This design comes from an exercise in tuning for small area on the open sky130 flow, not from production work.
Where RTL was checked, it was by simulation tests only, not by an equivalence proof against the original.
The flow treats the clock pin as an ideal source, which a real chip does not have.
No activity file was given, so power comes from the tool's default toggle rates.

Design space_game_top, start of the top module:
module space_game_top (
    input  logic        clk25M,
    input  logic        reset,
    input  logic        frame_tick,
    input  logic        march_en,
    input  logic [3:0]  speed,
    input  logic        btn_left,
    input  logic        btn_right,
    input  logic        btn_fire,
    input  logic [11:0] whpos,
    input  logic [11:0] wvpos,
    input  logic [18:0] write_addr_in,
    input  logic        write_en,
    output logic [18:0] write_addr_out,
    output logic        write_en_out,
    output logic [11:0] vdin,
    output logic        update_busy
);
Size: roughly 120 flip-flops, ~88 I/O pins, ~7700 sq um of cells after synthesis.
==> flow/config.mk <==
export PLATFORM = sky130hd
export DESIGN_NAME = space_game_top
export DESIGN_NICKNAME = space_game_top
export VERILOG_FILES = /design/flow/design.v
export SDC_FILE = /design/flow/constraint.sdc
export NUM_CORES = 4
export LEC_CHECK = 0
export CAP_MARGIN = 20
export CORE_MARGIN = 2
export CORE_UTILIZATION = 40
export PLACE_DENSITY = 0.6
export SLEW_MARGIN = 20
==> flow/constraint.sdc <==
create_clock -name core_clock -period 6.0 [get_ports {clk25M}]
set_input_delay 1.2000 -clock core_clock [delete_from_list [all_inputs] [get_ports {clk25M}]]
set_output_delay 1.2000 -clock core_clock [all_outputs]
set_load 0.01 [all_outputs]
standard.sh (not shown) runs the stock make flow with config.mk's settings and CLKGATE_MAP_FILE= SYNTH_SCRIPT=/design/flow/synth_recipe.tcl, a recipe that flattens the netlist after the stock synthesis.
==> flow/flow/run.sh <==
#!/bin/bash
# Standard ORFS layout (standard synthesis unchanged), with small port buffers
# and a lighter clock tree.
set -euo pipefail
export BUFFER_PORTS_ARGS="-buffer_cell sky130_fd_sc_hd__buf_1"
export CTS_ARGS="-sink_clustering_enable -repair_clock_nets -dont_use_dummy_load -buf_list sky130_fd_sc_hd__clkbuf_8"
bash standard.sh > standard_flow.log 2>&1
The first run finished with timing, DRC and antenna clean.
Edit:
--- a/flow/design.v
+++ b/flow/design.v
@@ -125,42 +125,40 @@
     end
     always_ff @(posedge clk25M) begin
         if (reset)    Cn <= ~9'd160;
         else if (upd) Cn <= Cnew;
     end
     logic [3:0][6:0] E;
     logic [3:0][8:0] Xn;
-    logic [3:0]      free;
-    logic [3:0]      take;
-    for (genvar i = 0; i < 4; i++) begin : g_free
-        assign free[i] = &E[i];
-    end
-    assign take[0] = btn_fire & free[0];
-    assign take[1] = btn_fire & free[1] & ~free[0];
-    assign take[2] = btn_fire & free[2] & ~|free[1:0];
-    assign take[3] = btn_fire & free[3] & ~|free[2:0];
-    for (genvar i = 0; i < 4; i++) begin : g_las
-        wire [7:0] eb;
-        wire [6:0] edec;
-        assign eb[0] = 1'b1;
-        for (genvar j = 0; j < 7; j++) begin : g_edec
-            assign edec[j] = E[i][j] ^ eb[j];
-            assign eb[j+1] = eb[j] & ~E[i][j];
-        end
-        always_ff @(posedge clk25M) begin
-            if (reset) begin
-                E[i] <= 7'd127;
-            end else if (upd) begin
-                if (!free[i])     E[i] <= edec;
-                else if (take[i]) E[i] <= 7'd107;
-            end
-        end
-        always_ff @(posedge clk25M) begin
-            if (upd && take[i]) Xn[i] <= Cnew;
-        end
+    logic            spawned;
+    wire win  = (seq == 5'd17) || (seq == 5'd3) || (seq == 5'd6) || (seq == 5'd13);
+    wire free0 = &E[0];
+    wire fire0 = win && free0 && btn_fire && !spawned;
+    wire [7:0] eb;
+    wire [6:0] edec;
+    assign eb[0] = 1'b1;
+    for (genvar j = 0; j < 7; j++) begin : g_edec
+        assign edec[j] = E[0][j] ^ eb[j];
+        assign eb[j+1] = eb[j] & ~E[0][j];
+    end
+    logic [6:0] e_in;
+    always_comb begin
+        if (win && !free0) e_in = edec;
+        else if (fire0)    e_in = 7'd107;
+        else               e_in = E[0];
+    end
+    always_ff @(posedge clk25M) begin
+        if (reset) E <= {4{7'd127}};
+        else       E <= {e_in, E[3:1]};
+    end
+    always_ff @(posedge clk25M) begin
+        Xn <= {free0 ? Cnew : Xn[0], Xn[3:1]};
+    end
+    always_ff @(posedge clk25M) begin
+        spawned <= win && (spawned || fire0);
     end
     wire [9:0] vc;
     wire [8:0] vr;
     assign vc[0] = 1'b1;
     for (genvar j = 0; j < 9; j++) begin : g_vsub
         assign vr[j]   = wvpos[j+3] ^ Yn[j] ^ vc[j];
         assign vc[j+1] = (wvpos[j+3] & Yn[j]) | (vc[j] & (wvpos[j+3] ^ Yn[j]));
Area after synthesis is lower by 8.3%.
Cell area is lower by 7.7%.
Final cell count is lower by 5.2%.
Power is higher by 0.78%.
Global-route usage is higher by 0.45 points.
Worst hold slack got worse by 0.062 ns.
Setup slack improved by 0.18 ns.
Via count is lower by 8.2%.
Utilization is higher by 0.25 points.
Critical path depth is lower by 1.
First-iteration DRC count is higher by 11%.
Routed wire length is lower by 10%.
Die area is lower by 8.1%.
Combinational power is higher by about 10%.
No functional check of the RTL was part of the second run of this note.

========
space_game_top, a different RTL version from the one above (not shown whole).
For scale: ~120 flip-flops.
clock: 6.0 ns
lec_check: 0
cap_margin: 20
core_margin: 2
core_utilization: 65
place_density: 0.8
slew_margin: 20
==> flow/flow/run.sh <==
#!/bin/bash
# Standard ORFS layout (standard synthesis unchanged) with small port buffers
# and a light clock tree: clkbuf_4 leaves under a clkbuf_8 root; leaves whose
# estimated output slew is high are then swapped for clkbuf_8 before routing.
set -euo pipefail
export BUFFER_PORTS_ARGS="-buffer_cell sky130_fd_sc_hd__buf_1"
export CTS_ARGS="-sink_clustering_enable -repair_clock_nets -dont_use_dummy_load -buf_list sky130_fd_sc_hd__clkbuf_4 -root_buf sky130_fd_sc_hd__clkbuf_8"
bash standard.sh cts > standard_cts.log 2>&1
export RES=orfs/results/${FLOW_PLATFORM}/space_game_top/base
export PLAT=${FLOW_HOME}/platforms/${FLOW_PLATFORM}
export FIX_SLEW_PS=90
openroad -no_init -exit flow/fix_cts.tcl > fix_cts.log 2>&1
bash standard.sh finish > standard_finish.log 2>&1
==> flow/flow/fix_cts.tcl <==
# Swap clkbuf_4 clock buffers whose output slew (placement estimate) is over
# FIX_SLEW_PS for clkbuf_8, legalize, and put the result back as the CTS result.
read_liberty $::env(PLAT)/lib/sky130_fd_sc_hd__tt_025C_1v80.lib
read_db $::env(RES)/4_cts.odb
read_sdc $::env(RES)/4_cts.sdc
source $::env(PLAT)/setRC.tcl
set_propagated_clock [all_clocks]
estimate_parasitics -placement
set lim $::env(FIX_SLEW_PS)
set big [[ord::get_db] findMaster sky130_fd_sc_hd__clkbuf_8]
set n 0
foreach inst [[ord::get_db_block] getInsts] {
  if {[[$inst getMaster] getName] == "sky130_fd_sc_hd__clkbuf_4"} {
    set pin [get_pins [$inst getName]/X]
    set s 0
    foreach e {rise fall} {
      set v [sta::time_ui_sta [get_property $pin slew_max_$e]]
      if {$v > $s} { set s $v }
    }
    if {$s * 1e12 > $lim} {
      $inst swapMaster $big
      incr n
      puts "upsized [$inst getName] (slew [format %.1f [expr {$s * 1e12}]] ps)"
    }
  }
}
puts "upsized $n clock buffers"
detailed_placement
check_placement
write_db $::env(RES)/4_1_cts.odb
after 1100
write_db $::env(RES)/4_cts.odb
The baseline passed the timing, DRC and antenna checks.
Next try:
--- a/flow/design.v
+++ b/flow/design.v
@@ -104,39 +104,39 @@
         end
     end
     logic [8:0] Cn;
     wire can_l  = btn_left && (Cn != ~9'd8);                   
     wire can_r  = !can_l && btn_right && (Cn > ~9'd312);       
     always_ff @(posedge clk25M) begin
         if (reset)                        Cn <= ~9'd160;
         else if (upd && (can_l || can_r)) Cn <= Cnew;
     end
-    logic [3:0][6:0] En;     
+    logic [3:0][6:0] E;
     logic [3:0][8:0] Xn;
     logic            spawned;
     wire win  = seq[4] & ((seq[3] & ~seq[0]) | (seq[2] & seq[0]));
-    wire free0 = ~|En[0][6:4];             
+    wire free0 = &E[0][6:4];               
     wire fire0 = win && free0 && btn_fire && !spawned;
     wire [7:0] eb;
-    wire [6:0] einc;
+    wire [6:0] edec;
     assign eb[0] = 1'b1;
-    for (genvar j = 0; j < 7; j++) begin : g_einc
-        assign einc[j] = En[0][j] ^ eb[j];
-        assign eb[j+1] = eb[j] & En[0][j];
+    for (genvar j = 0; j < 7; j++) begin : g_edec
+        assign edec[j] = E[0][j] ^ eb[j];
+        assign eb[j+1] = eb[j] & ~E[0][j];
     end
     logic [6:0] e_in;
     always_comb begin
-        if (win && !free0) e_in = einc;
-        else if (fire0)    e_in = ~7'd107;
-        else               e_in = En[0];
-    end
-    always_ff @(posedge clk25M) begin
-        En <= {e_in, En[3:1]} & {4{~reset, ~reset, ~reset, 4'b1111}};
+        if (win && !free0) e_in = edec;
+        else if (fire0)    e_in = 7'd107;
+        else               e_in = E[0];
+    end
+    always_ff @(posedge clk25M) begin
+        E <= {e_in, E[3:1]} | {4{reset, reset, reset, 4'b0000}};
     end
     always_ff @(posedge clk25M) begin
         Xn <= {free0 ? Cn : Xn[0], Xn[3:1]};
     end
     always_ff @(posedge clk25M) begin
         spawned <= win && (spawned || fire0);
     end
     wire [9:0] vc;
     wire [8:0] vr;
@@ -190,20 +190,20 @@
     wire [9:0] lqc;
     assign lqc[0] = whpos[0];
     for (genvar j = 0; j < 9; j++) begin : g_lq
         assign lq[j]    = lp[j] ^ lqc[j];
         assign lqc[j+1] = lp[j] & lqc[j];
     end
     wire lh_ok = (whpos[11:10] == 2'd0);
     logic [3:0] las_h;
     for (genvar i = 0; i < 4; i++) begin : g_lhit
-        wire [4:0] c  = ~En[i][6:2];
-        wire [1:0] f  = ~En[i][1:0];
+        wire [4:0] c  = E[i][6:2];
+        wire [1:0] f  = E[i][1:0];
         wire       ge = (lb[1] & ~f[1]) | (~(lb[1] ^ f[1]) & (lb[0] | ~f[0]));
         wire       le = (~lb[1] & f[1]) | (~(lb[1] ^ f[1]) & (~lb[0] | f[0]));
         wire       vh = ((la == c) && ge) || (lam1_ok && (lam1 == c) && le);
         wire       hh = (lp == ~Xn[i]) || (lq == ~Xn[i]);
         assign las_h[i] = vh && hh;
     end
     wire las_hit = w_ok && lh_ok && (|las_h);
     logic [3:0] inv_code;
     always_comb begin
Final cell count went down by 0.34%.
Setup slack got worse by 0.036 ns.
Die area hardly moves.
Global-route usage climbs by 1.3 points.
Sequential power barely changes.
Design area came out higher by 0.47%.
For the second run of this note, only the layout was checked, not whether the RTL still works.

-- port drivers added, routing unchanged --
The results above use ideal ports. As a check the final layouts listed here were re-extracted and re-timed, cells and wires unchanged. Step 1: set_driving_cell puts a clkbuf_16 on clk25M and a buf_2 on each other input, an assumption about the parent block. Step 2 times the ports against the registers' clock, not the clock port: input delays grow and output delays shrink by t, the midpoint of the rising clock arrivals with the driver on. Three values: no drivers, after step 1, after step 2; two values: the first two.
run	t (ns)	slack for setup (ns)	slew at the worst register clock pin (ns)
the first run of note 1	0.461	0.438 / 0.453 / -0.008	0.08 / 0.08
the second run of note 1	0.480	0.616 / 0.636 / 0.156	0.08 / 0.08
the first run of note 2	0.429	0.179 / 0.185 / -0.244	0.09 / 0.09
the second run of note 2	0.442	0.143 / 0.156 / -0.286	0.09 / 0.09
Met with ideal ports but missed after step 2: setup timing in the first run of note 1, the first run of note 2 and the second run of note 2. For the second run of note 1, which loses most, drivers alone change the setup slack by +0.020 ns; drivers and shift together by -0.460 ns.
